From an optimization exercise on the open Yosys and OpenROAD flow, aimed at small area; shortcuts taken in it are not production practice.
Function was checked by simulation only, so behaviour that the tests miss may differ from the original.
No activity file was given, so power comes from the tool's default toggle rates.

==> flow/design.v <==
module etapa_id_segmentada #(
    parameter int ANCHO_DATO      = 32,
    parameter int NUM_REGS        = 32,
    parameter bit HABILITA_BYPASS = 1'b1
) (
    input  logic                  clk,
    input  logic                  rst,
    input  logic [31:0]           instruccion_if,
    input  logic [31:0]           pc_plus4_if,
    input  logic                  valido_if,
    input  logic                  wb_escribir,
    input  logic [4:0]            wb_rd,
    input  logic [ANCHO_DATO-1:0] wb_dato,
    input  logic                  ex_mem_leer_in,
    input  logic [4:0]            ex_rt_in,
    input  logic                  flush,
    output logic                  stall_if,
    output logic                  salto_id,
    output logic [31:0]           dir_salto,
    output logic                  ex_valido,
    output logic                  ex_reg_escribir,
    output logic                  ex_mem_leer,
    output logic                  ex_mem_escribir,
    output logic                  ex_mem_a_reg,
    output logic                  ex_alu_fuente,
    output logic                  ex_branch,
    output logic [1:0]            ex_alu_op,
    output logic [ANCHO_DATO-1:0] ex_dr1,
    output logic [ANCHO_DATO-1:0] ex_dr2,
    output logic [ANCHO_DATO-1:0] ex_ext,
    output logic [4:0]            ex_rs,
    output logic [4:0]            ex_rt,
    output logic [4:0]            ex_rd_dest,
    output logic [5:0]            ex_funct,
    output logic [31:0]           ex_pc_plus4,
    output logic                  ex_ilegal
);
    localparam logic [5:0] OP_R    = 6'b000000;
    localparam logic [5:0] OP_LW   = 6'b100011;
    localparam logic [5:0] OP_SW   = 6'b101011;
    localparam logic [5:0] OP_BEQ  = 6'b000100;
    localparam logic [5:0] OP_ADDI = 6'b001000;
    localparam logic [5:0] OP_J    = 6'b000010;
    localparam logic [2:0] C_BUB  = 3'd0;
    localparam logic [2:0] C_R    = 3'd1;
    localparam logic [2:0] C_LW   = 3'd2;
    localparam logic [2:0] C_SW   = 3'd3;
    localparam logic [2:0] C_BEQ  = 3'd4;
    localparam logic [2:0] C_ADDI = 3'd5;
    localparam logic [2:0] C_J    = 3'd6;
    localparam logic [2:0] C_ILL  = 3'd7;
    logic [5:0] opcode;
    logic [4:0] rs_f;
    logic [4:0] rt_f;
    assign opcode = instruccion_if[31:26];
    assign rs_f   = instruccion_if[25:21];
    assign rt_f   = instruccion_if[20:16];
    logic lee_rt;
    logic carga_pendiente;
    logic acepta;
    assign lee_rt          = (opcode == OP_R) || (opcode == OP_SW) || (opcode == OP_BEQ);
    assign carga_pendiente = ex_mem_leer_in && (ex_rt_in != 5'd0) &&
                             ((ex_rt_in == rs_f) || ((ex_rt_in == rt_f) && lee_rt));
    assign stall_if        = valido_if && !flush && carga_pendiente;
    assign salto_id        = valido_if && (opcode == OP_J) && !flush && !stall_if && !rst;
    assign dir_salto       = {pc_plus4_if[31:28], instruccion_if[25:0], 2'b00};
    assign acepta = valido_if && !flush && !carga_pendiente && !rst;
    logic [31:0] we;        
    logic [31:0] we_n;
    logic [31:1] valido_r;  
    logic [31:0] q [1:31];
    assign we[0]   = 1'b0;
    assign we_n[0] = 1'b1;
    for (genvar i = 1; i < 32; i++) begin : g_reg
        assign we[i]   = wb_escribir && (wb_rd == 5'(i));
        assign we_n[i] = !(wb_escribir && (wb_rd == 5'(i)));
        always_ff @(posedge clk) begin
            if (rst) valido_r[i] <= 1'b0;
            else if (we[i]) valido_r[i] <= 1'b1;
        end
        logic [31:0] q_sig;
        for (genvar b = 0; b < 32; b++) begin : g_bit
            id_celda_escritura u_c (.a(we[i]), .d(wb_dato[b]), .b(we_n[i]), .q(q[i][b]), .o(q_sig[b]));
        end
        always_ff @(posedge clk) begin
            q[i] <= q_sig;
        end
    end
    logic [31:0] sel1, sel2;
    logic        byp1, byp2;
    logic [31:0] dr1, dr2;
    always_comb begin
        byp1 = 1'b0;
        byp2 = 1'b0;
        for (int i = 1; i < 32; i++) begin
            sel1[i] = acepta && (rs_f == 5'(i)) && valido_r[i] && !we[i];
            sel2[i] = acepta && (rt_f == 5'(i)) && valido_r[i] && !we[i];
            byp1    = byp1 | (acepta && (rs_f == 5'(i)) && we[i]);
            byp2    = byp2 | (acepta && (rt_f == 5'(i)) && we[i]);
        end
        sel1[0] = 1'b0;
        sel2[0] = 1'b0;
    end
    logic [31:0] src [33];
    logic [32:0] s1, s2;
    always_comb begin
        src[0] = '0;
        for (int i = 1; i < 32; i++) src[i] = q[i];
        src[32] = wb_dato;
        s1 = {byp1, sel1[31:1], 1'b0};
        s2 = {byp2, sel2[31:1], 1'b0};
    end
    logic [31:0] n1 [11];
    logic [31:0] n2 [11];
    for (genvar g = 0; g < 11; g++) begin : g_grp
        for (genvar b = 0; b < 32; b++) begin : g_bit
            id_aoi222 u_a1 (.a0(s1[3*g]), .d0(src[3*g][b]), .a1(s1[3*g+1]), .d1(src[3*g+1][b]),
                            .a2(s1[3*g+2]), .d2(src[3*g+2][b]), .y(n1[g][b]));
            id_aoi222 u_a2 (.a0(s2[3*g]), .d0(src[3*g][b]), .a1(s2[3*g+1]), .d1(src[3*g+1][b]),
                            .a2(s2[3*g+2]), .d2(src[3*g+2][b]), .y(n2[g][b]));
        end
    end
    always_comb begin
        dr1 = '1;
        dr2 = '1;
        for (int g = 0; g < 11; g++) begin
            dr1 = dr1 & n1[g];
            dr2 = dr2 & n2[g];
        end
        dr1 = ~dr1;
        dr2 = ~dr2;
    end
    logic [2:0] clase;
    always_comb begin
        case (opcode)
            OP_R:    clase = C_R;
            OP_LW:   clase = C_LW;
            OP_SW:   clase = C_SW;
            OP_BEQ:  clase = C_BEQ;
            OP_ADDI: clase = C_ADDI;
            OP_J:    clase = C_J;
            default: clase = C_ILL;
        endcase
    end
    logic [2:0]  clase_q;
    logic [15:0] imm_q;
    logic [4:0]  rs_q, rt_q;
    logic [31:0] pc_q, dr1_q, dr2_q;
    always_ff @(posedge clk) begin
        clase_q <= acepta ? clase : C_BUB;
        imm_q   <= acepta ? instruccion_if[15:0] : 16'd0;
        rs_q    <= acepta ? rs_f : 5'd0;
        rt_q    <= acepta ? rt_f : 5'd0;
        pc_q    <= acepta ? pc_plus4_if : 32'd0;
        dr1_q   <= dr1;
        dr2_q   <= dr2;
    end
    always_comb begin
        ex_valido       = 1'b1;
        ex_reg_escribir = 1'b0;
        ex_mem_leer     = 1'b0;
        ex_mem_escribir = 1'b0;
        ex_mem_a_reg    = 1'b0;
        ex_alu_fuente   = 1'b0;
        ex_branch       = 1'b0;
        ex_alu_op       = 2'b00;
        ex_ilegal       = 1'b0;
        ex_rd_dest      = 5'd0;
        case (clase_q)
            C_BUB:  ex_valido = 1'b0;
            C_R: begin
                ex_rd_dest      = imm_q[15:11];
                ex_reg_escribir = 1'b1;
                ex_alu_op       = 2'b10;
            end
            C_LW: begin
                ex_rd_dest      = rt_q;
                ex_reg_escribir = 1'b1;
                ex_mem_leer     = 1'b1;
                ex_mem_a_reg    = 1'b1;
                ex_alu_fuente   = 1'b1;
            end
            C_SW: begin
                ex_mem_escribir = 1'b1;
                ex_alu_fuente   = 1'b1;
            end
            C_BEQ: begin
                ex_branch = 1'b1;
                ex_alu_op = 2'b01;
            end
            C_ADDI: begin
                ex_rd_dest      = rt_q;
                ex_reg_escribir = 1'b1;
                ex_alu_fuente   = 1'b1;
            end
            C_J: ;
            default: ex_ilegal = 1'b1;
        endcase
    end
    assign ex_dr1      = dr1_q;
    assign ex_dr2      = dr2_q;
    assign ex_ext      = {{16{imm_q[15]}}, imm_q};
    assign ex_rs       = rs_q;
    assign ex_rt       = rt_q;
    assign ex_funct    = imm_q[5:0];
    assign ex_pc_plus4 = pc_q;
endmodule
module id_celda_escritura (
    input  logic a,
    input  logic d,
    input  logic b,
    input  logic q,
    output logic o
);
    assign o = (a & d) | (b & q);
endmodule
module id_aoi222 (
    input  logic a0, d0,
    input  logic a1, d1,
    input  logic a2, d2,
    output logic y
);
    assign y = ~((a0 & d0) | (a1 & d1) | (a2 & d2));
endmodule
==> flow/run.sh <==
#!/bin/bash
# synth_recipe.tcl (not shown) runs the flow's synth.tcl, then flattens the netlist and writes it again
# the make line also repeats each setting of config.mk as NAME=value (left out here)
make -C /OpenROAD-flow-scripts/flow DESIGN_CONFIG=/design/flow/config.mk WORK_HOME=/design/flow/orfs CLKGATE_MAP_FILE= SYNTH_SCRIPT=/design/flow/synth_recipe.tcl finish
==> flow/config.mk <==
export PLATFORM = sky130hd
export DESIGN_NAME = etapa_id_segmentada
export DESIGN_NICKNAME = etapa_id_segmentada
export VERILOG_FILES = /design/flow/design.v
export SDC_FILE = /design/flow/constraint.sdc
export NUM_CORES = 4
export LEC_CHECK = 0
export CAP_MARGIN = 20
export CORE_MARGIN = 2
export CORE_UTILIZATION = 35
export PLACE_DENSITY = 0.55
export SLEW_MARGIN = 20
export SYNTH_HIERARCHICAL = 1
==> flow/constraint.sdc <==
create_clock -name core_clock -period 6.0 [get_ports {clk}]
set_input_delay 1.2000 -clock core_clock [delete_from_list [all_inputs] [get_ports {clk}]]
set_output_delay 1.2000 -clock core_clock [all_outputs]
set_load 0.01 [all_outputs]
==> impl_results.md, run 1 <==
- Flops & latches, synth: 1148
- Slew HR: 21.1%
- Setup Fix Bufs, Post-CTS: 0
- Die width: 358 um
- Main combinational cell family by area after synthesis: compound AO/OA/AOI/OAI gates
- Worst hold stages: 2
- Pleak: 21.7 nW
- Pin count of the biggest net entering global routing: 54
- Slew @ Worst Pin: 1.17 ns
- Routability cong.: 0.949
- Synth Area in Simple Gates: 8.24%
- Max Buffers Root-to-Sink: 3
- Port bufs: 302
- Hold Crit Start: valido_r[22]$_SDFFE_PP0P_
- Design Area, Final: 0.0551 sq mm
- Post-DP HPWL: 134000 um
- Setup repair after global routing missed its margin: no
- Via count: 43800
- Post-synth ARST share: 0%
- Core area: 0.124 sq mm
- Mean Syn Cell Area: 11.8 sq um
- Unique masters post-synth: 61
- GRT overflow: 0
- CP max FO: 53
- RR Endpoint: dr1_q[12]$_DFF_P_
- Final design utilization: 44.4%
- Synth-to-Final Area Change: 25.8%
- Layout cells sized above 1: 11.8%
- Drt first pass iters: 15
- Register area share after synthesis: 52.5%
- # rows: 129
- Final #Nets: 4475
- Initial core utilization: 35.3%
- Period Utilization, post-route: 88.5%
- Worst hold path class: flip-flop to flip-flop
- Sequential power share: 50.8%
- R2R cell count: 8
- Final Critical Period: 5.31 ns
- Post-route ant nets: 0
- Vias in the first global route: 41000
- Die Footprint: 0.128 sq mm
- Post-synth EDFFs: 0
- Synth Area in Adders: 0%
- Clock Power Share: 39.4%
- Top post-synthesis cells by area: dfxtp_1 53%, a22o_1 20%, a222oi_1 16%, nand4_1 2.8%, nor2_1 1.1%
- WS Path Type: input pin to output pin
- Switching fraction of total power: 26.3%
- Outcome: no timing/DRC/antenna violations
- Comb power frac: 9.8%
- Worst R2R Setup Slack: 3.11 ns
- Post-synth top area cell: dfxtp_1
- VDD IR-drop max: 263 uV
- CP required: 4.80 ns
- Height of the die: 358 um
- Placed Area: 0.0509 sq mm
- Hold Violations, Final: 0
- Post-Route WL: 221000 um
- Slew Limit Fails: 0
- IO Pins: 305
- Reg2reg start: valido_r[18]$_SDFFE_PP0P_
- Num CTS Buffers: 118
- MaxCap Viol Count: 0
- Synth Cell Area: 0.0438 sq mm
- Fin Hold WS: 0.452 ns
- XOR/XNOR Fraction of Synth Area: 0.360%
- Net Sw Power: 5.22 mW
- Worst setup margin: 0.688 ns
- WL/cell: 36.2 um
- Overall global routing resource usage: 32.8%
- Worst-Skew Late Latency: 0.75 ns
- CP Capture Type: output pin
- Internal Power: 14.6 mW
- CP Launch Type: input pin
- Drt drc: 0
- Vias per cell: 7.17
- Final TNS setup: 0 ns
- Pwr Density: 360 mW/mm^2
- Hold EP: valido_r[22]$_SDFFE_PP0P_
- Critical path data arrival time: 4.11 ns
- # H-tree levels: 3
- Final count of negative-setup-slack endpoints: 0
- Synth Area in Compound Gates: 36.8%
- Clock sinks: 1148
- Syn Inst Count: 3700
- First-pass GRT wire length: 308000 um
- Initial detailed-routing violation count: 9128
- Worst slack, placed: 0.496 ns
- Worst-path clk slew: 0.06 ns
- CTS tree: yes
- Clock root buffer: clkbuf_16
- CTS Hold Bufs: 0
- Yosys warning count: 13
- Yosys top cell area share: 52.5%
- Initial antenna violation count: 5
- Predominant post-synthesis flop cell: dfxtp_1
- Fmax achieved: 0.188 GHz
- Mux share of post-synthesis cell area: 0.137%
- Cts repair resizes: 0
- Clk_skew: 0.0567 ns
## cell type report
| type | instances | area [sq um] |
|---|---|---|
| Multi-Input combinational cell | 2526 | 20900 |
| Clock buffer | 179 | 3550 |
| Inverter | 43 | 161 |
| Sequential cell | 1148 | 23000 |
| Antenna cell | 1 | 2.50 |
| Fill cell | 11500 | 68900 |
| Timing Repair Buffer | 526 | 4840 |
| Clock inverter | 40 | 568 |
| Tap cell | 1637 | 2050 |
## worst max path at each step
stage                              endpoint  slack [ns]          startpoint  cells after the start
final                              stall_if        0.69  instruccion_if[26]                      8
after global routing               stall_if        0.51  instruccion_if[26]                      8
after CTS                          stall_if        0.66  instruccion_if[27]                      8
after detailed placement  dr1_q[12]$_DFF_P_        0.50            wb_rd[1]                     15
after global placement     dr2_q[7]$_DFF_P_        0.47  instruccion_if[27]                     12
after floorplan            dr2_q[0]$_DFF_P_        0.41            wb_rd[3]                     10
## metrics by stage
step           power [mW]  std cells
2_1_floorplan        11.1       3829
3_3_place_gp         12.0       5878
3_5_place_dp         12.1       5879
4_1_cts              19.8       6098
5_1_grt              20.5       6100
6_report             19.8       6100
## worst max-delay path, cell delays in order
cell             delay [ns]
clkdlybuf4s50_1        0.54
nor4_2                 0.37
a41oi_2                0.15
nor4_4                 0.37
o221ai_4               0.29
buf_4                  0.38
nor3b_1                0.24
clkdlybuf4s50_1        0.57
## cells in the mapped netlist, types with 6 or more instances
library cell     n
a21oi_1         10
a222oi_1       704
a22o_1         992
a31oi_1          8
and3_1          58
buf_2            8
buf_4           57
buf_6            8
clkbuf_1        36
dfxtp_1       1148
inv_1           43
mux2i_1          6
nand2_1         85
nand2b_1        10
nand3_1          7
nand4_1        197
nor2_1         133
nor3_1          17
nor4_1          54
nor4_2          19
o21ai_0         10
or2_2            7
xnor2_1         10
xor2_1           8
## registers in the layout, indices dropped and copies added (netlist names)
signal    cells
imm_q        16
clase_q       3
dr1_q        32
rt_q          5
q           992
pc_q         32
rs_q          5
valido_r     31
dr2_q        32
## power groups by stage
stage                     logic [mW]  registers (mW)  clock network (mW)
after floorplan                 1.23            9.88                   0
after global placement          1.85            10.2                   0
after detailed placement        1.91            10.1                   0
after CTS                       1.92            10.0                7.84
after global routing            2.09            10.2                8.16
final                           1.95            10.1                7.81
## modules after synthesis, one instance, submodules excluded
module | area [sq um] | flip-flops and latches
etapa_id_segmentada | 28000 | 1148
id_aoi222 | 10.0 | 0
id_celda_escritura | 8.76 | 0
## cells in the final DEF, fill, tap and decap left out, types with 25 or more instances in the layout
cell	n
a222oi_1	704
a22o_1	992
and3_1	58
buf_4	211
clkbuf_1	25
clkbuf_16	119
clkbuf_8	35
clkdlybuf4s50_1	301
conb_1	130
dfxtp_1	1148
inv_1	43
nand2_1	67
nand4_1	197
nor2_1	133
nor4_2	42
## per-layer routing
metal	GRT usage (%)	vias to the layer above	wire (um)
met1	43.2	21500	84500
met3	8.63	637	29500
met5	0	-	13
met2	47.7	3697	90400
met4	20.5	2	16200
li1	-	17900	-
## cell families after synthesis
kind of cell | Yosys count
simple gates | 627
buf+inv | 155
flops | 1148
compound gates | 1745
mux | 6
other cells | 1
xor+xnor | 18
==> inputs of run 2 (changes only) <==
--- a/flow/design.v
+++ b/flow/design.v
@@ -87,43 +87,36 @@
         end
     end
     logic [31:0] sel1, sel2;
-    logic        byp1, byp2;
     logic [31:0] dr1, dr2;
-    always_comb begin
-        byp1 = 1'b0;
-        byp2 = 1'b0;
-        for (int i = 1; i < 32; i++) begin
-            sel1[i] = acepta && (rs_f == 5'(i)) && valido_r[i] && !we[i];
-            sel2[i] = acepta && (rt_f == 5'(i)) && valido_r[i] && !we[i];
-            byp1    = byp1 | (acepta && (rs_f == 5'(i)) && we[i]);
-            byp2    = byp2 | (acepta && (rt_f == 5'(i)) && we[i]);
-        end
+    logic [4:0]  rs_q, rt_q;
+    always_comb begin
         sel1[0] = 1'b0;
         sel2[0] = 1'b0;
+        for (int i = 1; i < 32; i++) begin
+            sel1[i] = (rs_q == 5'(i)) && valido_r[i];
+            sel2[i] = (rt_q == 5'(i)) && valido_r[i];
+        end
     end
     logic [31:0] src [33];
-    logic [32:0] s1, s2;
     always_comb begin
         src[0] = '0;
         for (int i = 1; i < 32; i++) src[i] = q[i];
-        src[32] = wb_dato;
-        s1 = {byp1, sel1[31:1], 1'b0};
-        s2 = {byp2, sel2[31:1], 1'b0};
-    end
-    logic [31:0] n1 [11];
-    logic [31:0] n2 [11];
-    for (genvar g = 0; g < 11; g++) begin : g_grp
+        src[32] = '0;
+    end
+    logic [31:0] n1 [10];
+    logic [31:0] n2 [10];
+    for (genvar g = 0; g < 10; g++) begin : g_grp
         for (genvar b = 0; b < 32; b++) begin : g_bit
-            id_aoi222 u_a1 (.a0(s1[3*g]), .d0(src[3*g][b]), .a1(s1[3*g+1]), .d1(src[3*g+1][b]),
-                            .a2(s1[3*g+2]), .d2(src[3*g+2][b]), .y(n1[g][b]));
-            id_aoi222 u_a2 (.a0(s2[3*g]), .d0(src[3*g][b]), .a1(s2[3*g+1]), .d1(src[3*g+1][b]),
-                            .a2(s2[3*g+2]), .d2(src[3*g+2][b]), .y(n2[g][b]));
-        end
-    end
-    always_comb begin
-        dr1 = '1;
-        dr2 = '1;
-        for (int g = 0; g < 11; g++) begin
+            id_aoi222 u_a1 (.a0(sel1[3*g+1]), .d0(src[3*g+1][b]), .a1(sel1[3*g+2]), .d1(src[3*g+2][b]),
+                            .a2(sel1[3*g+3]), .d2(src[3*g+3][b]), .y(n1[g][b]));
+            id_aoi222 u_a2 (.a0(sel2[3*g+1]), .d0(src[3*g+1][b]), .a1(sel2[3*g+2]), .d1(src[3*g+2][b]),
+                            .a2(sel2[3*g+3]), .d2(src[3*g+3][b]), .y(n2[g][b]));
+        end
+    end
+    always_comb begin
+        dr1 = ~({32{sel1[31]}} & q[31]);
+        dr2 = ~({32{sel2[31]}} & q[31]);
+        for (int g = 0; g < 10; g++) begin
             dr1 = dr1 & n1[g];
             dr2 = dr2 & n2[g];
         end
@@ -144,16 +137,13 @@
     end
     logic [2:0]  clase_q;
     logic [15:0] imm_q;
-    logic [4:0]  rs_q, rt_q;
-    logic [31:0] pc_q, dr1_q, dr2_q;
+    logic [31:0] pc_q;
     always_ff @(posedge clk) begin
         clase_q <= acepta ? clase : C_BUB;
         imm_q   <= acepta ? instruccion_if[15:0] : 16'd0;
         rs_q    <= acepta ? rs_f : 5'd0;
         rt_q    <= acepta ? rt_f : 5'd0;
         pc_q    <= acepta ? pc_plus4_if : 32'd0;
-        dr1_q   <= dr1;
-        dr2_q   <= dr2;
     end
     always_comb begin
         ex_valido       = 1'b1;
@@ -197,8 +187,8 @@
             default: ex_ilegal = 1'b1;
         endcase
     end
-    assign ex_dr1      = dr1_q;
-    assign ex_dr2      = dr2_q;
+    assign ex_dr1      = dr1;
+    assign ex_dr2      = dr2;
     assign ex_ext      = {{16{imm_q[15]}}, imm_q};
     assign ex_rs       = rs_q;
     assign ex_rt       = rt_q;
==> flow/flow/run.sh (new file) <==
#!/bin/bash
set -e
cp standard.sh standard_sh.copy.txt
cat >> "$FLOW_CONFIG" <<'EOC'
export BUFFER_PORTS_ARGS = -buffer_cell sky130_fd_sc_hd__buf_1
export CTS_ARGS = -sink_clustering_enable -repair_clock_nets -dont_use_dummy_load -sink_clustering_size 20 -sink_clustering_max_diameter 60
EOC
bash standard.sh > standard.log 2>&1
==> flow/standard.sh (new file) <==
#!/bin/bash
# synth_recipe.tcl (not shown) runs the flow's synth.tcl, then flattens the netlist and writes it again
# the make line also repeats each setting of config.mk as NAME=value (left out here)
make -C /OpenROAD-flow-scripts/flow DESIGN_CONFIG=/design/flow/config.mk WORK_HOME=/design/flow/orfs CLKGATE_MAP_FILE= SYNTH_SCRIPT=/design/flow/synth_recipe.tcl "${@:-finish}"
--- a/flow/config.mk
+++ b/flow/config.mk
@@ -7,7 +7,9 @@
 export LEC_CHECK = 0
 export CAP_MARGIN = 20
 export CORE_MARGIN = 2
-export CORE_UTILIZATION = 35
-export PLACE_DENSITY = 0.55
+export CORE_UTILIZATION = 45
+export PLACE_DENSITY = 0.6
 export SLEW_MARGIN = 20
 export SYNTH_HIERARCHICAL = 1
+export BUFFER_PORTS_ARGS = -buffer_cell sky130_fd_sc_hd__buf_1
+export CTS_ARGS = -sink_clustering_enable -repair_clock_nets -dont_use_dummy_load -sink_clustering_size 20 -sink_clustering_max_diameter 60
removed: flow/run.sh
==> run 2 against run 1 <==
Against the previous run: cell area fell by 14%; flip-flop and latch count fell by 64; clock power fell by 33%; hold slack improved by 0.038 ns; critical path depth fell by 1; combinational power fell by 23%; first-iteration DRC count fell by 3.2%; cell count fell by 16%; sequential power fell by 5%; worst setup slack improved by 0.097 ns; sequential share of layout area rose by 4.3 points; critical path type is now flip-flop to output pin.
==> impl_results.md, run 2 <==
- Hold Violations, Final: 0 (unchanged)
- GRT overflow: 0 (unchanged)
- Overall global routing resource usage: 38.9% (was 32.8%)
- Design Area, Final: 0.0472 sq mm (was 0.0551 sq mm)
- CP max FO: 17 (was 53)
- CTS tree: yes (unchanged)
- Final TNS setup: 0 ns (unchanged)
- Vias in the first global route: 37500 (was 41000)
- Num CTS Buffers: 90 (was 118)
- Mean Syn Cell Area: 12.0 sq um (was 11.8 sq um)
- Port bufs: 302 (unchanged)
- Worst-path clk slew: 0.06 ns (about the same)
- First-pass GRT wire length: 273000 um (was 308000 um)
- Post-route ant nets: 0 (unchanged)
- Metal3 WL: 28400 um (was 29500 um)
- CP required: 4.80 ns (about the same)
- Period Utilization, post-route: 86.9% (was 88.5%)
- Yosys warning count: 13 (unchanged)
- Fmax achieved: 0.192 GHz (was 0.188 GHz)
- Post-DP HPWL: 114000 um (was 134000 um)
- Routability cong.: 0.911 (was 0.949)
- Flops & latches, synth: 1084 (was 1148)
- R2R cell count: 1 (was 8)
- Yosys top cell area share: 51.8% (was 52.5%)
- Final count of negative-setup-slack endpoints: 0 (unchanged)
- Slew @ Worst Pin: 1.22 ns (was 1.17 ns)
- Setup repair after global routing missed its margin: no (unchanged)
- Commonest non-fill, non-tap cell in the layout: dfxtp_1 (unchanged)
- Layout cells sized above 1: 8.45% (was 11.8%)
- Syn Inst Count: 3493 (was 3700)
- Post-synth top area cell: dfxtp_1 (unchanged)
- DP Cell Count: 5048 (was 5879)
- Clk_skew: 0 ns (was 0.0567 ns)
- Placed Area: 0.0449 sq mm (was 0.0509 sq mm)
- Height of the die: 309 um (was 358 um)
- Initial antenna violation count: 3 (was 5)
- Slew Limit Fails: 0 (unchanged)
- # rows: 111 (was 129)
- Top reg by flops: q (unchanged)
- CP Capture Type: output pin (unchanged)
- Crit-path cells: nor3b_1 -> and3_1 -> buf_4 -> a222oi_1 -> nand4_1 -> a2111o_1 -> buf_1 (was clkdlybuf4s50_1 -> nor4_2 -> a41oi_2 -> nor4_4 -> o221ai_4 -> buf_4 -> nor3b_1 -> clkdlybuf4s50_1)
- Met2 WL: 80000 um (was 90400 um)
- Outcome: no timing/DRC/antenna violations (unchanged)
- Max reg flops: 992 (unchanged)
- Overall power: 16.4 mW (was 19.8 mW)
- Vias per cell: 7.82 (was 7.17)
- Predominant post-synthesis flop cell: dfxtp_1 (unchanged)
- Core area: 0.0919 sq mm (was 0.124 sq mm)
- Die width: 309 um (was 358 um)
- Clock root buffer: clkbuf_16 (unchanged)
- Pin count of the biggest net entering global routing: 92 (was 54)
- Most frequent cells in the layout: 1084 x dfxtp_1, 992 x a22o_1, 640 x a222oi_1 (was 1148 x dfxtp_1, 992 x a22o_1, 704 x a222oi_1)
- Pleak: 19.2 nW (was 21.7 nW)
- Slowest CP cell: and3_1 (was clkdlybuf4s50_1)
- Final design utilization: 51.3% (was 44.4%)
- Top post-synthesis cells by count: 1084 x dfxtp_1, 992 x a22o_1, 640 x a222oi_1, 128 x nand4_1, 106 x nand2_1 (was 1148 x dfxtp_1, 992 x a22o_1, 704 x a222oi_1, 197 x nand4_1, 133 x nor2_1)
- Post-Route WL: 194000 um (was 221000 um)
- Max incr delay on CP: 0.94 ns (was 0.57 ns)
- Setup Fix Bufs, Post-CTS: 0 (unchanged)
- Final #Nets: 4009 (was 4475)
- Cts repair resizes: 0 (unchanged)
- Pwr Density: 347 mW/mm^2 (was 360 mW/mm^2)
- IO Pins: 305 (unchanged)
- Die Footprint: 0.0956 sq mm (was 0.128 sq mm)
- Critical path data arrival time: 4.01 ns (was 4.11 ns)
- Register area share after synthesis: 51.8% (was 52.5%)
- Final Critical Period: 5.21 ns (was 5.31 ns)
- MaxCap Viol Count: 0 (unchanged)
- CP Launch Type: flip-flop (was input pin)
- VDD IR-drop max: 200 uV (was 263 uV)
- Fin Hold WS: 0.490 ns (was 0.452 ns)
- Initial core utilization: 45.6% (was 35.3%)
- Worst setup margin: 0.785 ns (was 0.688 ns)
- Most common cell in the synthesized netlist: dfxtp_1 (unchanged)
- Worst hold stages: 2 (unchanged)
- Met1 wire length: 73400 um (was 84500 um)
- Max Buffers Root-to-Sink: 3 (unchanged)
- Top routing layer in use: met5 (unchanged)
- # H-tree levels: 3 (unchanged)
- Post-synth ARST share: 0% (unchanged)
- Unique masters post-synth: 43 (was 61)
- Slew HR: 18.6% (was 21.1%)
- Worst-Skew Late Latency: 0.63 ns (was 0.75 ns)
- Drt drc: 0 (unchanged)
- Non-filler cells, final: 5140 (was 6100)
- Worst hold path class: flip-flop to flip-flop (unchanged)
- Post-synth EDFFs: 0 (unchanged)
- Drt first pass iters: 17 (was 15)
- WL/cell: 37.8 um (was 36.2 um)
- Worst slack, placed: 1.63 ns (was 0.496 ns)
- Synth Cell Area: 0.0419 sq mm (was 0.0438 sq mm)
- Clock sinks: 1084 (was 1148)
- Synth-to-Final Area Change: 12.5% (was 25.8%)
- WS Path Type: flip-flop to output pin (was input pin to output pin)
- Via count: 40200 (was 43800)
- Initial detailed-routing violation count: 8836 (was 9128)
- Top post-synthesis cells by area: dfxtp_1 52%, a22o_1 21%, a222oi_1 15%, nand4_1 1.9%, a2111o_1 1.7% (was dfxtp_1 53%, a22o_1 20%, a222oi_1 16%, nand4_1 2.8%, nor2_1 1.1%)
- CTS Hold Bufs: 0 (unchanged)
[run 2: final timing paths]
check                            startpoint                        end  slack [ns]
hold reg to reg   valido_r[13]$_SDFFE_PP0P_  valido_r[13]$_SDFFE_PP0P_        0.49
setup reg to reg          q[10][12]$_DFF_P_          q[10][12]$_DFF_P_        5.31
hold / removal    valido_r[13]$_SDFFE_PP0P_  valido_r[13]$_SDFFE_PP0P_        0.49
setup / recovery         rt_q[1]$_SDFF_PN0_                 ex_dr2[15]        0.79
[run 2: layout make-up]
cell class / count / area (sq um)
timing repair buffer: 414 / 2000
antenna: 2 / 5.00
fill: 8227 / 44800
clock buffer: 90 / 2250
tap: 1243 / 1560
sequential: 1084 / 21700
multi-input combinational: 2276 / 19500
inverter: 31 / 116
[run 2: worst max-delay path, delay by kind of cell (launching register included)]
kind	cells	cell delay [ns]
buffers and inverters	2	0.59
DFF	1	0.65
AOI/OAI and AO/OA	2	0.35
and+or+nand+nor	3	1.76
[run 2: power breakdown]
| part | total [mW] | internal (mW) | switching [mW] |
|---|---|---|---|
| Clock | 5.25 | 2.63 | 2.61 |
| Sequential | 9.60 | 8.53 | 1.07 |
| Combinational | 1.51 | 0.913 | 0.598 |
| Total | 16.4 | 12.1 | 4.28 |
[run 2: modules after synthesis (local to each module, per instance)]
module               area, sq um  copies in the design  cells inside
etapa_id_segmentada        26800                     1          1861
id_aoi222                   10.0                   640             1
id_celda_escritura          8.76                   992             1
[run 2: kinds of logic (layout without fill, tap and decap cells)]
kind of cell	after synthesis	after routing	synth area share [%]
buffers and inverters	134	535	1.84
xor gates and xnor gates	11	11	0.230
and+or+nand+nor	521	521	7.77
muxes	1	1	0.0269
DFF	1084	1084	51.8
AOI/OAI and AO/OA	1741	1741	38.3
other	1	4	0.00895
[run 2: layer usage]
metal,vias up,track usage (%)
met2,3447,55.5
met1,19500,50.6
met4,4,22.5
met5,-,0
met3,650,13.8
li1,16500,-
==> inputs of run 3 (changes only) <==
==> flow/flow/run.sh (replaced) <==
#!/bin/bash
set -e
cp standard.sh standard_sh.copy.txt
cat >> "$FLOW_CONFIG" <<'EOC'
export BUFFER_PORTS_ARGS = -buffer_cell sky130_fd_sc_hd__buf_1
export CTS_ARGS = -sink_clustering_enable -repair_clock_nets -dont_use_dummy_load -sink_clustering_size 24 -sink_clustering_max_diameter 80
EOC
bash standard.sh > standard.log 2>&1
--- a/flow/config.mk
+++ b/flow/config.mk
@@ -12,4 +12,4 @@
 export SLEW_MARGIN = 20
 export SYNTH_HIERARCHICAL = 1
 export BUFFER_PORTS_ARGS = -buffer_cell sky130_fd_sc_hd__buf_1
-export CTS_ARGS = -sink_clustering_enable -repair_clock_nets -dont_use_dummy_load -sink_clustering_size 20 -sink_clustering_max_diameter 60
+export CTS_ARGS = -sink_clustering_enable -repair_clock_nets -dont_use_dummy_load -sink_clustering_size 24 -sink_clustering_max_diameter 80
==> run 3 against run 2 <==
Against the previous run: worst setup slack lost 0.013 ns; sequential power is essentially flat; sequential share of layout area up 0.85 points; clock-buffer cell count shrank 35; core utilization down 0.93 points; flip-flop and latch count did not move; maximum frequency fell by 0.25%; highest routed layer unchanged.
==> impl_results.md, run 3 <==
- CP max FO: 17 (unchanged)
- Register area share after synthesis: 51.8% (unchanged)
- WP buf/inv: 2 (unchanged)
- Predominant post-synthesis flop cell: dfxtp_1 (unchanged)
- CTS tree: yes (unchanged)
- Slew @ Worst Pin: 1.18 ns (was 1.22 ns)
- Outcome: no timing/DRC/antenna violations (unchanged)
- WL/cell: 37.9 um (was 37.8 um)
- FILL cells: 8305 (was 8227)
- CP required: 4.80 ns (about the same)
- Multi-input logic area: 0.0195 sq mm (unchanged)
- Overall global routing resource usage: 38.6% (was 38.9%)
- Most common cell in the synthesized netlist: dfxtp_1 (unchanged)
- MaxCap Viol Count: 0 (unchanged)
- Die Footprint: 0.0956 sq mm (unchanged)
- IO Pins: 305 (unchanged)
- VDD IR-drop max: 260 uV (was 200 uV)
- First-pass GRT wire length: 272000 um (was 273000 um)
- Clk_skew: 0 ns (unchanged)
- Critical path data arrival time: 4.03 ns (was 4.01 ns)
- Yosys top cell area share: 51.8% (unchanged)
- Final TNS setup: 0 ns (unchanged)
- Port bufs: 302 (unchanged)
- Crit-path cells: nor3b_1 -> and3_1 -> buf_4 -> a222oi_1 -> nand4_1 -> a2111o_1 -> buf_1 (unchanged)
- # rows: 111 (unchanged)
- Pin count of the biggest net entering global routing: 92 (unchanged)
- Worst-Skew Late Latency: 0.66 ns (was 0.63 ns)
- Via count: 40200 (about the same)
- Critical path capture point: ex_dr2[15] (unchanged)
- Num CTS Buffers: 55 (was 90)
- Vias in the first global route: 37100 (was 37500)
- Vias per cell: 7.87 (was 7.82)
- Slowest CP cell: and3_1 (unchanged)
- CP Capture Type: output pin (unchanged)
- Syn Inst Count: 3493 (unchanged)
- Internal Power: 11.1 mW (was 12.1 mW)
- Max Buffers Root-to-Sink: 3 (unchanged)
- Flops & latches, synth: 1084 (unchanged)
- CP Launch Type: flip-flop (unchanged)
- Layout cells sized above 1: 7.64% (was 8.45%)
- Top post-synthesis cells by count: 1084 x dfxtp_1, 992 x a22o_1, 640 x a222oi_1, 128 x nand4_1, 106 x nand2_1 (unchanged)
- Commonest non-fill, non-tap cell in the layout: dfxtp_1 (unchanged)
- Fin Hold WS: 0.497 ns (was 0.490 ns)
- Max reg flops: 992 (unchanged)
- Switching fraction of total power: 26.9% (was 26.2%)
- Pwr Density: 327 mW/mm^2 (was 347 mW/mm^2)
- Cts repair resizes: 0 (unchanged)
- Period Utilization, post-route: 87.1% (was 86.9%)
- Unique masters post-synth: 43 (unchanged)
- Setup Fix Bufs, Post-CTS: 0 (unchanged)
- Comb power frac: 10.0% (was 9.2%)
- Clock root buffer: clkbuf_16 (unchanged)
- Slew Limit Fails: 0 (unchanged)
- Synth-to-Final Area Change: 10.5% (was 12.5%)
- Sequential power share: 63.4% (was 58.7%)
- Pleak: 18.8 nW (was 19.2 nW)
- Post-Route WL: 193000 um (was 194000 um)
- Die width: 309 um (unchanged)
- Final count of negative-setup-slack endpoints: 0 (unchanged)
- Drt first pass iters: 14 (was 17)
- Drt drc: 0 (unchanged)
- Max incr delay on CP: 0.89 ns (was 0.94 ns)
- Post-synth EDFFs: 0 (unchanged)
- GRT overflow: 0 (unchanged)
- Setup repair after global routing missed its margin: no (unchanged)
- Post-route ant nets: 0 (unchanged)
- Worst R2R Setup Slack: 5.31 ns (about the same)
- CP Launch Point: rt_q[1]$_SDFF_PN0_ (unchanged)
- Yosys warning count: 13 (unchanged)
- Fmax achieved: 0.191 GHz (was 0.192 GHz)
- Routability cong.: 0.911 (unchanged)
- WS Path Type: flip-flop to output pin (unchanged)
- Clock sinks: 1084 (unchanged)
- Placed Area: 0.0449 sq mm (unchanged)
- Hold Violations, Final: 0 (unchanged)
- Final #Nets: 3975 (was 4009)
- Worst-path clk slew: 0.08 ns (was 0.06 ns)
- Worst hold path class: flip-flop to flip-flop (unchanged)
- Reg2reg start: q[10][12]$_DFF_P_ (unchanged)
- Top post-synthesis cells by area: dfxtp_1 52%, a22o_1 21%, a222oi_1 15%, nand4_1 1.9%, a2111o_1 1.7% (unchanged)
- Core area: 0.0919 sq mm (unchanged)
- Initial core utilization: 45.6% (unchanged)
- Initial antenna violation count: 5 (was 3)
- Clock Power Share: 26.6% (was 32.1%)
- CTS Hold Bufs: 0 (unchanged)
- Hold Crit Start: valido_r[1]$_SDFFE_PP0P_ (was valido_r[13]$_SDFFE_PP0P_)
- Post-synth ARST share: 0% (unchanged)
- Instance count on the critical path: 7 (unchanged)
- R2R cell count: 1 (unchanged)
- Top delay family on crit path: simple AND/OR/NAND/NOR gates (unchanged)
- Mean Syn Cell Area: 12.0 sq um (unchanged)
- Post-DP HPWL: 114000 um (unchanged)
- Register area: 0.0217 sq mm (unchanged)
- Height of the die: 309 um (unchanged)
- Post-synth top area cell: dfxtp_1 (unchanged)
- Final Critical Period: 5.23 ns (was 5.21 ns)
- Synth Cell Area: 0.0419 sq mm (unchanged)
- RR Endpoint: q[10][12]$_DFF_P_ (unchanged)
- Top reg by flops: q (unchanged)
- Net Sw Power: 4.07 mW (was 4.28 mW)
- Slew HR: 21.2% (was 18.6%)
- Most frequent cells in the layout: 1084 x dfxtp_1, 992 x a22o_1, 640 x a222oi_1 (unchanged)
- Design Area, Final: 0.0463 sq mm (was 0.0472 sq mm)
- Initial detailed-routing violation count: 8908 (was 8836)
- # H-tree levels: 2 (was 3)
==> run 3: cell counts after synthesis <==
Identical to the previous run, type by type.
==> run 3: layout make-up <==
type                       instances  area share, %
sequential                      1084           46.9
multi-input combinational       2276           42.2
timing repair buffer             415           4.38
tap                             1243           3.36
clock buffer                      55           2.97
inverter                          31          0.251
antenna                            1        0.00540
==> run 3: routing by layer <==
layer,up-vias,share of wire [%],GRT usage (%)
met1,19600,38,50.4
met4,8,6.9,23.2
met2,3490,41,55.0
met3,647,15,12.8
met5,-,0.022,0
li1,16500,-,-
==> run 3: worst min-delay path by stage <==
stage / end / depth (start not counted)
after floorplan: valido_r[10]$_SDFFE_PP0P_ / 2
after global placement: valido_r[3]$_SDFFE_PP0P_ / 2
after detailed placement: valido_r[2]$_SDFFE_PP0P_ / 2
after CTS: valido_r[14]$_SDFFE_PP0P_ / 2
after global routing: q[26][29]$_DFF_P_ / 1
final: valido_r[1]$_SDFFE_PP0P_ / 2
==> run 3: cell families (layout without fill, tap and decap cells) <==
| group | after synthesis | count (layout) | synth area share (%) |
|---|---|---|---|
| buffers and inverters | 134 | 501 | 1.84 |
| other | 1 | 3 | 0.00895 |
| AND/OR/NAND/NOR | 521 | 521 | 7.77 |
| flip-flops | 1084 | 1084 | 51.8 |
| XOR/XNOR | 11 | 11 | 0.230 |
| multiplexers | 1 | 1 | 0.0269 |
| AO/OA/AOI/OAI | 1741 | 1741 | 38.3 |
==> run 3: modules after synthesis (local to each module, per instance) <==
module,copies in the design,area (sq um),cells inside
etapa_id_segmentada,1,26800,1861
id_aoi222,640,10.0,1
id_celda_escritura,992,8.76,1
==> run 3: per-stage QoR <==
stage	total power [mW]	setup WS (ns)	util, %	cells
global placement	11.1	1.75	48.8	5048
CTS	15.1	0.935	50.3	5103
detailed placement	11.2	1.63	48.8	5048
floorplan	10.5	2.29	-	3494
finish	15.1	0.773	50.4	5105
global route	15.7	0.802	50.4	5105
==> run 3: power by group through the flow <==
stage / Sequential [mW] / Combinational (mW) / Clock [mW]
after floorplan: 9.40 / 1.13 / 0
after global placement: 9.67 / 1.43 / 0
after detailed placement: 9.67 / 1.49 / 0
after CTS: 9.53 / 1.49 / 4.05
after global routing: 9.74 / 1.63 / 4.29
final: 9.59 / 1.51 / 4.03
==> inputs of run 4 (changes only) <==
--- a/flow/config.mk
+++ b/flow/config.mk
@@ -7,8 +7,8 @@
 export LEC_CHECK = 0
 export CAP_MARGIN = 20
 export CORE_MARGIN = 2
-export CORE_UTILIZATION = 45
-export PLACE_DENSITY = 0.6
+export CORE_UTILIZATION = 50
+export PLACE_DENSITY = 0.65
 export SLEW_MARGIN = 20
 export SYNTH_HIERARCHICAL = 1
 export BUFFER_PORTS_ARGS = -buffer_cell sky130_fd_sc_hd__buf_1
==> run 4 against run 3 <==
Against the previous run: still clean; maximum frequency up 1.2%; power shrank 0.39%; synthesized cell count did not move; synthesized area did not move; clock skew unchanged; critical path depth fell by 1; core utilization increased by 5.1 points; routed wire length fell by 1.1%; register-to-register slack is essentially flat; first-iteration DRC count grew 8.8%; non-clock buffer count increased by 16; largest power group unchanged.
==> impl_results.md, run 4 <==
- Synth-to-Final Area Change: 10.2% (was 10.5%)
- Via count: 40900 (was 40200)
- First-pass GRT wire length: 270000 um (was 272000 um)
- Period Utilization, post-route: 86.1% (was 87.1%)
- Initial detailed-routing violation count: 9692 (was 8908)
- Port bufs: 302 (unchanged)
- CP Launch Point: rt_q[1]$_SDFF_PN0_ (unchanged)
- CTS Hold Bufs: 0 (unchanged)
- CTS tree: yes (unchanged)
- Post-DP HPWL: 108000 um (was 114000 um)
- Setup Fix Bufs, Post-CTS: 0 (unchanged)
- Flops & latches, synth: 1084 (unchanged)
- VDD IR-drop max: 239 uV (was 260 uV)
- Outcome: no timing/DRC/antenna violations (unchanged)
- Initial core utilization: 50.3% (was 45.6%)
- Fin Hold WS: 0.499 ns (was 0.497 ns)
- Clock sinks: 1084 (unchanged)
- CP required: 4.80 ns (about the same)
- Drt first pass iters: 15 (was 14)
- Max Buffers Root-to-Sink: 3 (unchanged)
- Post-route ant nets: 0 (unchanged)
- Post-synth EDFFs: 0 (unchanged)
- R2R cell count: 2 (was 1)
- Height of the die: 294 um (was 309 um)
- Reg2reg start: valido_r[11]$_SDFFE_PP0P_ (was q[10][12]$_DFF_P_)
- Final #Nets: 3990 (was 3975)
- Syn Inst Count: 3493 (unchanged)
- Slew Limit Fails: 0 (unchanged)
- Drt drc: 0 (unchanged)
- Slew HR: 15.7% (was 21.2%)
- Fmax achieved: 0.194 GHz (was 0.191 GHz)
- Overall power: 15.1 mW (about the same)
- Pleak: 18.8 nW (about the same)
- Top post-synthesis cells by area: dfxtp_1 52%, a22o_1 21%, a222oi_1 15%, nand4_1 1.9%, a2111o_1 1.7% (unchanged)
- Commonest non-fill, non-tap cell in the layout: dfxtp_1 (unchanged)
- Clock root buffer: clkbuf_16 (unchanged)
- CP max FO: 32 (was 17)
- Most common cell in the synthesized netlist: dfxtp_1 (unchanged)
- Yosys warning count: 13 (unchanged)
- Register area: 0.0217 sq mm (unchanged)
- Multi-input logic area: 0.0195 sq mm (about the same)
- WL/cell: 38.6 um (was 37.9 um)
- Hold Violations, Final: 0 (unchanged)
- Unique masters post-synth: 43 (unchanged)
- Pin count of the biggest net entering global routing: 91 (was 92)
- FILL cells: 7225 (was 8305)
- Layout cells sized above 1: 7.84% (was 7.64%)
- Worst-Skew Late Latency: 0.66 ns (about the same)
- Most frequent cells in the layout: 1084 x dfxtp_1, 992 x a22o_1, 640 x a222oi_1 (unchanged)
- MaxCap Viol Count: 0 (unchanged)
- Cts repair resizes: 0 (unchanged)
- # H-tree levels: 2 (unchanged)
- Critical path data arrival time: 3.96 ns (was 4.03 ns)
- Core area: 0.0833 sq mm (was 0.0919 sq mm)
- Vias in the first global route: 38100 (was 37100)
- Die width: 294 um (was 309 um)
- Overall global routing resource usage: 42.3% (was 38.6%)
- Slew @ Worst Pin: 1.27 ns (was 1.18 ns)
- Final TNS setup: 0 ns (unchanged)
- Setup repair after global routing missed its margin: no (unchanged)
- Pwr Density: 327 mW/mm^2 (about the same)
- GRT overflow: 0 (unchanged)
- Top reg by flops: q (unchanged)
- Num CTS Buffers: 54 (was 55)
- Final count of negative-setup-slack endpoints: 0 (unchanged)
- Post-synth ARST share: 0% (unchanged)
- Worst-path clk slew: 0.10 ns (was 0.08 ns)
- WS Path Type: flip-flop to output pin (unchanged)
- Routability cong.: 0.960 (was 0.911)
- Synth Cell Area: 0.0419 sq mm (unchanged)
- Max reg flops: 992 (unchanged)
- CP Capture Type: output pin (unchanged)
- Worst hold stages: 1 (was 2)
- Initial antenna violation count: 10 (was 5)
- IO Pins: 305 (unchanged)
- # rows: 106 (was 111)
- Clk_skew: 0 ns (unchanged)
- Post-Route WL: 191000 um (was 193000 um)
- Post-synth top area cell: dfxtp_1 (unchanged)
- Predominant post-synthesis flop cell: dfxtp_1 (unchanged)
- Final Critical Period: 5.16 ns (was 5.23 ns)
- Yosys top cell area share: 51.8% (unchanged)
- Die Footprint: 0.0861 sq mm (was 0.0956 sq mm)
- Top post-synthesis cells by count: 1084 x dfxtp_1, 992 x a22o_1, 640 x a222oi_1, 128 x nand4_1, 106 x nand2_1 (unchanged)
- Worst hold path class: flip-flop to flip-flop (unchanged)
- Register area share after synthesis: 51.8% (unchanged)
- Mean Syn Cell Area: 12.0 sq um (unchanged)
- CP Launch Type: flip-flop (unchanged)
- Vias per cell: 8.25 (was 7.87)
- Hold Crit Start: q[29][21]$_DFF_P_ (was valido_r[1]$_SDFFE_PP0P_)
## run 4: cell counts after synthesis
Identical to the previous run, type by type.
## run 4: routing by layer
layer	GRT usage [%]	vias to the layer above	wire (um)
met4	27.4	2	14000
met5	0.567	-	13
li1	-	16500	-
met1	55.2	19800	70400
met2	58.6	3829	76900
met3	15.1	781	30000
## run 4: area by class of cell
cell class	count	share of cell area (%)
sequential	1084	47.0
multi-input combinational	2276	42.3
timing repair buffer	431	4.59
clock buffer	54	2.93
tap	1080	2.93
inverter	31	0.252
antenna	6	0.0325
## run 4: path summary, 6_finish.rpt
path | slack [ns] | to
worst min register to register | 0.50 | q[29][21]$_DFF_P_
worst min-delay path | 0.50 | q[29][21]$_DFF_P_
worst max register to register | 5.32 | valido_r[11]$_SDFFE_PP0P_
worst max-delay path | 0.84 | ex_dr2[10]
## run 4: power breakdown
part           total [mW]  internal [mW]  switching, mW
Combinational        1.51          0.915          0.594
Sequential           9.60           8.52           1.07
Clock                3.97           1.60           2.37
## run 4: worst max-delay path: stages, from the launching register on
cell	delay [ns]
dfxtp_1	0.67
nor3b_1	0.23
and3_2	0.64
a222oi_1	0.75
nand4_1	0.43
a2111o_1	0.43
buf_1	0.14
## run 4: through the flow
| stage | cells | setup slack (ns) | util, % | area, sq um |
|---|---|---|---|---|
| 3_5_place_dp | 4902 | 1.82 | 53.8 | 44800 |
| 2_1_floorplan | 3494 | 2.29 | - | 41900 |
| 4_1_cts | 4956 | 1.11 | 55.4 | 46100 |
| 6_report | 4962 | 0.837 | 55.4 | 46200 |
| 5_1_grt | 4958 | 0.834 | 55.4 | 46200 |
| 3_3_place_gp | 4902 | 1.83 | 53.8 | 44800 |
## run 4: per-module statistics from Yosys, one instance, submodules excluded
| module | times used | flops+latches | cells inside |
|---|---|---|---|
| id_aoi222 | 640 | 0 | 1 |
| etapa_id_segmentada | 1 | 1084 | 1861 |
| id_celda_escritura | 992 | 0 | 1 |
## run 4: logic make-up (layout without fill, tap and decap cells)
kind of cell	Yosys count	after routing	synth area share (%)
xor+xnor	11	11	0.230
flops	1084	1084	51.8
compound gates	1741	1741	38.3
simple gates	521	521	7.77
other cells	1	8	0.00895
mux	1	1	0.0269
buf+inv	134	516	1.84
==> inputs of run 5 (changes only) <==
==> flow/flow/run.sh (replaced) <==
#!/bin/bash
set -e
cp standard.sh standard_sh.copy.txt
cat >> "$FLOW_CONFIG" <<'EOC'
export BUFFER_PORTS_ARGS = -buffer_cell sky130_fd_sc_hd__buf_1
export CTS_ARGS = -sink_clustering_enable -repair_clock_nets -dont_use_dummy_load -sink_clustering_size 26 -sink_clustering_max_diameter 90
EOC
bash standard.sh > standard.log 2>&1
==> flow/config.mk (replaced) <==
export PLATFORM = sky130hd
export DESIGN_NAME = etapa_id_segmentada
export DESIGN_NICKNAME = etapa_id_segmentada
export VERILOG_FILES = /design/flow/design.v
export SDC_FILE = /design/flow/constraint.sdc
export NUM_CORES = 4
export LEC_CHECK = 0
export CAP_MARGIN = 20
export CORE_MARGIN = 2
export CORE_UTILIZATION = 45
export PLACE_DENSITY = 0.6
export SLEW_MARGIN = 20
export SYNTH_HIERARCHICAL = 1
export BUFFER_PORTS_ARGS = -buffer_cell sky130_fd_sc_hd__buf_1
export CTS_ARGS = -sink_clustering_enable -repair_clock_nets -dont_use_dummy_load -sink_clustering_size 26 -sink_clustering_max_diameter 90
==> run 5 against run 4 <==
Against the previous run: register-to-register slack hardly changed; power is 0.81% lower; sequential power hardly changed; hold slack better by 0.00058 ns; synthesized area stayed put; clock-buffer cell count is 4 lower; die area is 11% higher; sequential share of layout area hardly changed; first-iteration DRC count is 7.6% lower; non-clock buffer count is 16 lower; routed wire length is 1.1% higher; global-route usage is 3.8 points lower; critical endpoint is now ex_dr2[15]; largest cell class unchanged; largest power group unchanged; highest routed layer unchanged.
==> impl_results.md, run 5 <==
- # H-tree levels: 2 (unchanged)
- Layout cells sized above 1: 7.52% (was 7.84%)
- Outcome: no timing/DRC/antenna violations (unchanged)
- Reg2reg start: q[10][12]$_DFF_P_ (was valido_r[11]$_SDFFE_PP0P_)
- CTS tree: yes (unchanged)
- Cts repair resizes: 0 (unchanged)
- Clk_skew: 0 ns (unchanged)
- Vias in the first global route: 37100 (was 38100)
- Synth-to-Final Area Change: 10.2% (about the same)
- Yosys top cell area share: 51.8% (unchanged)
- Pin count of the biggest net entering global routing: 92 (was 91)
- Unique masters post-synth: 43 (unchanged)
- Worst hold stages: 2 (was 1)
- Period Utilization, post-route: 86.3% (was 86.1%)
- Height of the die: 309 um (was 294 um)
- CTS Hold Bufs: 0 (unchanged)
- Final design utilization: 50.2% (was 55.4%)
- Pleak: 18.7 nW (was 18.8 nW)
- R2R cell count: 1 (was 2)
- Clock sinks: 1084 (unchanged)
- Final count of negative-setup-slack endpoints: 0 (unchanged)
- FILL cells: 8317 (was 7225)
- Worst-path clk slew: 0.11 ns (was 0.10 ns)
- Top post-synthesis cells by area: dfxtp_1 52%, a22o_1 21%, a222oi_1 15%, nand4_1 1.9%, a2111o_1 1.7% (unchanged)
- Max Buffers Root-to-Sink: 3 (unchanged)
- Overall power: 15.0 mW (was 15.1 mW)
- Die Footprint: 0.0956 sq mm (was 0.0861 sq mm)
- Hold Crit Start: valido_r[13]$_SDFFE_PP0P_ (was q[29][21]$_DFF_P_)
- Final Critical Period: 5.18 ns (was 5.16 ns)
- Mean Syn Cell Area: 12.0 sq um (unchanged)
- Fmax achieved: 0.193 GHz (was 0.194 GHz)
- First-pass GRT wire length: 271000 um (was 270000 um)
- CP max FO: 17 (was 32)
- Yosys warning count: 13 (unchanged)
- Routability cong.: 0.911 (was 0.960)
- Via count: 39900 (was 40900)
- Critical path data arrival time: 3.98 ns (was 3.96 ns)
- Top delay family on crit path: simple AND/OR/NAND/NOR gates (unchanged)
- WP buf/inv: 2 (was 1)
- Post-Route WL: 193000 um (was 191000 um)
- Pwr Density: 324 mW/mm^2 (was 327 mW/mm^2)
- Final TNS setup: 0 ns (unchanged)
- Hold Violations, Final: 0 (unchanged)
- IO Pins: 305 (unchanged)
- VDD IR-drop max: 226 uV (was 239 uV)
- Drt drc: 0 (unchanged)
- Synth Cell Area: 0.0419 sq mm (unchanged)
- Final #Nets: 3970 (was 3990)
- Slew @ Worst Pin: 1.18 ns (was 1.27 ns)
- Num CTS Buffers: 50 (was 54)
- Port bufs: 302 (unchanged)
- Core area: 0.0919 sq mm (was 0.0833 sq mm)
- Setup repair after global routing missed its margin: no (unchanged)
- Most frequent cells in the layout: 1084 x dfxtp_1, 992 x a22o_1, 640 x a222oi_1 (unchanged)
- Post-route ant nets: 0 (unchanged)
- CP Launch Type: flip-flop (unchanged)
- RR Endpoint: q[10][12]$_DFF_P_ (was valido_r[11]$_SDFFE_PP0P_)
- Post-synth ARST share: 0% (unchanged)
- Slowest CP cell: and3_1 (was a222oi_1)
- CP Capture Type: output pin (unchanged)
- Initial core utilization: 45.6% (was 50.3%)
- Setup Fix Bufs, Post-CTS: 0 (unchanged)
- WS Path Type: flip-flop to output pin (unchanged)
- Top reg by flops: q (unchanged)
- Worst hold path class: flip-flop to flip-flop (unchanged)
- Initial detailed-routing violation count: 8955 (was 9692)
- Register area: 0.0217 sq mm (unchanged)
- Initial antenna violation count: 4 (was 10)
- Crit-path cells: nor3b_1 -> and3_1 -> buf_4 -> a222oi_1 -> nand4_1 -> a2111o_1 -> buf_1 (was nor3b_1 -> and3_2 -> a222oi_1 -> nand4_1 -> a2111o_1 -> buf_1)
- Worst-Skew Late Latency: 0.65 ns (was 0.66 ns)
- GRT overflow: 0 (unchanged)
- Vias per cell: 7.82 (was 8.25)
- Hold EP: valido_r[13]$_SDFFE_PP0P_ (was q[29][21]$_DFF_P_)
- # rows: 111 (was 106)
- Predominant post-synthesis flop cell: dfxtp_1 (unchanged)
- Instance count on the critical path: 7 (was 6)
- WL/cell: 37.9 um (was 38.6 um)
- Top post-synthesis cells by count: 1084 x dfxtp_1, 992 x a22o_1, 640 x a222oi_1, 128 x nand4_1, 106 x nand2_1 (unchanged)
- MaxCap Viol Count: 0 (unchanged)
- Max reg flops: 992 (unchanged)
- Register area share after synthesis: 51.8% (unchanged)
- Die width: 309 um (was 294 um)
- Post-DP HPWL: 114000 um (was 108000 um)
- Slew HR: 21.6% (was 15.7%)
- Flops & latches, synth: 1084 (unchanged)
- Commonest non-fill, non-tap cell in the layout: dfxtp_1 (unchanged)
- Post-synth EDFFs: 0 (unchanged)
- Multi-input logic area: 0.0195 sq mm (about the same)
- Slew Limit Fails: 0 (unchanged)
- Clock root buffer: clkbuf_16 (unchanged)
- Max incr delay on CP: 0.92 ns (was 0.75 ns)
- Worst R2R Setup Slack: 5.31 ns (was 5.32 ns)
- Drt first pass iters: 17 (was 15)
- Overall global routing resource usage: 38.5% (was 42.3%)
- CP required: 4.80 ns (about the same)
- Post-synth top area cell: dfxtp_1 (unchanged)
- Syn Inst Count: 3493 (unchanged)
- Most common cell in the synthesized netlist: dfxtp_1 (unchanged)
[run 5: cell counts after synthesis]
Identical to the previous run, type by type.
[run 5: per-module statistics from Yosys, one instance, submodules excluded]
module | copies in the design | cells | cell area [sq um]
etapa_id_segmentada | 1 | 1861 | 26800
id_aoi222 | 640 | 1 | 10.0
id_celda_escritura | 992 | 1 | 8.76
[run 5: layer usage]
layer,global-route usage (%),up-vias,routed length (um)
met5,1.26,-,208
li1,-,16500,-
met4,22.0,10,12500
met3,12.4,567,27700
met1,50.6,19500,73800
met2,55.3,3315,79300
[run 5: logic make-up after synthesis]
family / share of synthesized area [%]
AND/OR/NAND/NOR: 7.77
multiplexers: 0.0269
buffers and inverters: 1.84
other: 0.00895
AO/OA/AOI/OAI: 38.3
flip-flops: 51.8
XOR/XNOR: 0.230
[run 5: worst max path at each step]
stage	from	end	slack, ns
after detailed placement	rt_q[1]$_SDFF_PN0_	ex_dr2[1]	1.63
after global routing	rt_q[1]$_SDFF_PN0_	ex_dr2[15]	0.84
after CTS	rt_q[1]$_SDFF_PN0_	ex_dr2[1]	0.96
after global placement	rt_q[1]$_SDFF_PN0_	ex_dr2[1]	1.75
after floorplan	ex_rt_in[1]	salto_id	2.29
final	rt_q[1]$_SDFF_PN0_	ex_dr2[15]	0.82
[run 5: area by class of cell]
cell class	count	share of cell area, %
Sequential cell	1084	47.0
Multi-Input combinational cell	2276	42.3
Timing Repair Buffer	415	4.39
Tap cell	1243	3.37
Clock buffer	50	2.71
Inverter	31	0.252
Antenna cell	2	0.0108
[run 5: per-stage QoR]
step                cells  hold WS [ns]  worst slack (ns)  cell area [sq um]
detailed placement   5048         0.473              1.63              44900
finish               5101         0.499             0.821              46200
floorplan            3494         0.442              2.29              41900
global route         5100         0.514             0.837              46200
CTS                  5098         0.498             0.959              46200
global placement     5048         0.466              1.75              44900
[run 5: where the power goes]
part,internal [mW],switching [mW]
Sequential,8.52,1.07
Combinational,0.913,0.597
Clock,1.49,2.35
Total,10.9,4.02
==> inputs of run 6 (changes only) <==
--- a/flow/design.v
+++ b/flow/design.v
@@ -138,12 +138,14 @@
     logic [2:0]  clase_q;
     logic [15:0] imm_q;
     logic [31:0] pc_q;
+    logic [57:0] campos, campos_d;
+    assign campos = {instruccion_if[15:0], rs_f, rt_f, pc_plus4_if};
+    for (genvar b = 0; b < 58; b++) begin : g_burbuja
+        id_and2 u_b (.a(acepta), .b(campos[b]), .y(campos_d[b]));
+    end
     always_ff @(posedge clk) begin
         clase_q <= acepta ? clase : C_BUB;
-        imm_q   <= acepta ? instruccion_if[15:0] : 16'd0;
-        rs_q    <= acepta ? rs_f : 5'd0;
-        rt_q    <= acepta ? rt_f : 5'd0;
-        pc_q    <= acepta ? pc_plus4_if : 32'd0;
+        {imm_q, rs_q, rt_q, pc_q} <= campos_d;
     end
     always_comb begin
         ex_valido       = 1'b1;
@@ -212,3 +214,10 @@
 );
     assign y = ~((a0 & d0) | (a1 & d1) | (a2 & d2));
 endmodule
+module id_and2 (
+    input  logic a,
+    input  logic b,
+    output logic y
+);
+    assign y = a & b;
+endmodule
==> run 6 against run 5 <==
Against the previous run: cell area shrank 1.5%; flip-flop and latch count unchanged; maximum frequency down 1.2%; global-route usage increased by 1.1 points; clock power about the same; sequential power is essentially flat; critical path type unchanged; largest power group unchanged.
==> impl_results.md, run 6 <==
- Yosys top cell area share: 52.8% (was 51.8%)
- # H-tree levels: 2 (unchanged)
- Max reg flops: 992 (unchanged)
- Reg2reg start: valido_r[12]$_SDFFE_PP0P_ (was q[10][12]$_DFF_P_)
- Worst setup margin: 0.758 ns (was 0.821 ns)
- Overall global routing resource usage: 39.6% (was 38.5%)
- GRT overflow: 0 (unchanged)
- Period Utilization, post-route: 87.4% (was 86.3%)
- Max Buffers Root-to-Sink: 3 (unchanged)
- Crit-path cells: nor2b_1 -> and4_1 -> buf_4 -> a222oi_1 -> nand2_1 -> a2111o_1 -> buf_1 (was nor3b_1 -> and3_1 -> buf_4 -> a222oi_1 -> nand4_1 -> a2111o_1 -> buf_1)
- Slew @ Worst Pin: 1.32 ns (was 1.18 ns)
- Fmax achieved: 0.191 GHz (was 0.193 GHz)
- CTS Hold Bufs: 0 (unchanged)
- Post-synth ARST share: 0% (unchanged)
- Final count of negative-setup-slack endpoints: 0 (unchanged)
- Slowest CP cell: and4_1 (was and3_1)
- Synth-to-Final Area Change: 10.7% (was 10.2%)
- Drt first pass iters: 15 (was 17)
- Initial core utilization: 45.5% (was 45.6%)
- Post-Route WL: 195000 um (was 193000 um)
- CP Capture Type: output pin (unchanged)
- Outcome: no timing/DRC/antenna violations (unchanged)
- Post-synth EDFFs: 0 (unchanged)
- Layout cells sized above 1: 6.41% (was 7.52%)
- Num CTS Buffers: 49 (was 50)
- Final Critical Period: 5.24 ns (was 5.18 ns)
- Worst slack, placed: 1.63 ns (about the same)
- WS Path Type: flip-flop to output pin (unchanged)
- Die Footprint: 0.0937 sq mm (was 0.0956 sq mm)
- Final #Nets: 3922 (was 3970)
- Clk_skew: 0 ns (unchanged)
- Predominant post-synthesis flop cell: dfxtp_1 (unchanged)
- MaxCap Viol Count: 0 (unchanged)
- Metal3 WL: 29000 um (was 27700 um)
- RR Endpoint: valido_r[12]$_SDFFE_PP0P_ (was q[10][12]$_DFF_P_)
- Yosys warning count: 13 (unchanged)
- Hold EP: valido_r[27]$_SDFFE_PP0P_ (was valido_r[13]$_SDFFE_PP0P_)
- Met2 WL: 79000 um (was 79300 um)
- Port bufs: 302 (unchanged)
- Setup repair after global routing missed its margin: no (unchanged)
- Hold Crit Start: valido_r[27]$_SDFFE_PP0P_ (was valido_r[13]$_SDFFE_PP0P_)
- Routability cong.: 0.918 (was 0.911)
- Worst-path clk slew: 0.11 ns (about the same)
- Mean Syn Cell Area: 12.1 sq um (was 12.0 sq um)
- Initial detailed-routing violation count: 10300 (was 8955)
- Pleak: 18.7 nW (about the same)
- Top post-synthesis cells by area: dfxtp_1 53%, a22o_1 21%, a222oi_1 16%, nand4_1 2.0%, a2111o_1 1.8% (was dfxtp_1 52%, a22o_1 21%, a222oi_1 15%, nand4_1 1.9%, a2111o_1 1.7%)
- WL/cell: 39.1 um (was 37.9 um)
- Via count: 40300 (was 39900)
- IO Pins: 305 (unchanged)
- Clock root buffer: clkbuf_16 (unchanged)
- Slew HR: 12.1% (was 21.6%)
- Post-route ant nets: 0 (unchanged)
- Flops & latches, synth: 1084 (unchanged)
- Pin count of the biggest net entering global routing: 59 (was 92)
- Initial antenna violation count: 2 (was 4)
- CP max FO: 17 (unchanged)
- Pwr Density: 328 mW/mm^2 (was 324 mW/mm^2)
- CP Launch Type: flip-flop (unchanged)
- Most common cell in the synthesized netlist: dfxtp_1 (unchanged)
- Placed Area: 0.0442 sq mm (was 0.0449 sq mm)
- Vias in the first global route: 37700 (was 37100)
- Synth Cell Area: 0.0411 sq mm (was 0.0419 sq mm)
- # rows: 110 (was 111)
- First-pass GRT wire length: 274000 um (was 271000 um)
- CTS tree: yes (unchanged)
- Final TNS setup: 0 ns (unchanged)
- Worst R2R Setup Slack: 5.31 ns (about the same)
- Cts repair resizes: 0 (unchanged)
- Post-DP HPWL: 109000 um (was 114000 um)
- Clock sinks: 1084 (unchanged)
- Overall power: 14.9 mW (was 15.0 mW)
- Syn Inst Count: 3408 (was 3493)
- Setup Fix Bufs, Post-CTS: 0 (unchanged)
- Worst-Skew Late Latency: 0.68 ns (was 0.65 ns)
- Top post-synthesis cells by count: 1084 x dfxtp_1, 992 x a22o_1, 640 x a222oi_1, 129 x nand4_1, 106 x nand2_1 (was 1084 x dfxtp_1, 992 x a22o_1, 640 x a222oi_1, 128 x nand4_1, 106 x nand2_1)
- Fin Hold WS: 0.503 ns (was 0.499 ns)
- Commonest non-fill, non-tap cell in the layout: dfxtp_1 (unchanged)
- Critical path data arrival time: 4.04 ns (was 3.98 ns)
- Vias per cell: 8.09 (was 7.82)
- Unique masters post-synth: 41 (was 43)
- Height of the die: 306 um (was 309 um)
- Top reg by flops: q (unchanged)
- Worst hold path class: flip-flop to flip-flop (unchanged)
- Worst hold stages: 2 (unchanged)
- CP required: 4.80 ns (about the same)
- Most frequent cells in the layout: 1084 x dfxtp_1, 992 x a22o_1, 640 x a222oi_1 (unchanged)
- Max incr delay on CP: 0.99 ns (was 0.92 ns)
- R2R cell count: 2 (was 1)
- Design Area, Final: 0.0455 sq mm (was 0.0462 sq mm)
- Core area: 0.0903 sq mm (was 0.0919 sq mm)
- Met1 wire length: 73000 um (was 73800 um)
- Post-synth top area cell: dfxtp_1 (unchanged)
- Drt drc: 0 (unchanged)
- Top routing layer in use: met5 (unchanged)
- Slew Limit Fails: 0 (unchanged)
- Die width: 306 um (was 309 um)
- Hold Violations, Final: 0 (unchanged)
- VDD IR-drop max: 204 uV (was 226 uV)
- Register area share after synthesis: 52.8% (was 51.8%)
run 6: changes by cell type after synthesis, sizes merged, moves of 2 or more:
cell | before | now
xnor2 | 5 | 9
and2 | 6 | 64
buf | 69 | 64
nor3b | 9 | 11
nand2b | 62 | 3
xor2 | 6 | 2
nor4 | 60 | 3
clkbuf | 34 | 12
run 6: kinds of logic (layout without fill, tap and decap cells):
family / Yosys count / count (layout) / share of synthesized area [%]
XOR/XNOR: 11 / 11 / 0.235
AO/OA/AOI/OAI: 1740 / 1740 / 39.1
multiplexers: 1 / 1 / 0.0274
buffers and inverters: 107 / 506 / 1.61
other: 1 / 3 / 0.00913
flip-flops: 1084 / 1084 / 52.8
AND/OR/NAND/NOR: 464 / 464 / 6.20
run 6: through the flow:
stage | cells | util (%)
after CTS | 4983 | 50.3
after global routing | 4984 | 50.4
after floorplan | 3409 | -
final | 4985 | 50.4
after global placement | 4933 | 48.9
after detailed placement | 4934 | 49.0
run 6: worst max path at each step:
stage                          startpoint        end  slack, ns  cells past startpoint
after floorplan               ex_rt_in[1]   salto_id       2.45                      4
after global placement    rt_q[4]$_DFF_P_  ex_dr2[6]       1.68                      7
after detailed placement  rt_q[4]$_DFF_P_  ex_dr2[6]       1.63                      7
after CTS                 rt_q[4]$_DFF_P_  ex_dr2[6]       0.92                      7
after global routing      rt_q[4]$_DFF_P_  ex_dr2[6]       0.73                      7
final                     rt_q[4]$_DFF_P_  ex_dr2[6]       0.76                      7
run 6: report_power, final:
part	total, mW	internal, mW	switching (mW)
sequential	9.60	8.52	1.08
clock	3.84	1.47	2.38
combinational	1.46	0.902	0.556
total	14.9	10.9	4.01
run 6: layer usage:
layer / vias up / track usage, %
met4: 4 / 24.3
met5: - / 0
met2: 3837 / 56.2
met3: 729 / 11.6
met1: 19600 / 52.9
li1: 16200 / -
run 6: worst max-delay path: cells and delay by family, from the launching register on:
family	cells	cell delay, ns
flops	1	0.64
compound gates	2	0.44
simple gates	3	1.63
buf+inv	2	0.66
run 6: layout make-up:
cell class	count	area (sq um)
fill	8107	44800
sequential	1084	21700
multi-input combinational	2218	18800
timing repair buffer	426	2130
tap	1176	1470
clock buffer	49	1230
inverter	31	116
antenna	1	2.50
run 6: per-module statistics from Yosys, one instance, submodules excluded:
module	area (sq um)	copies in the design	cells
id_and2	6.26	58	1
etapa_id_segmentada	25600	1	1718
id_aoi222	10.0	640	1
id_celda_escritura	8.76	992	1

Re-timed with assumed drivers on the ports (clkbuf_16 on the clock, buf_2 on other inputs), run 6 has 0.683 ns of setup slack against 0.758 ns with ideal ports, and 1.421 ns once port delays also move by the mid clock arrival of 0.738 ns.
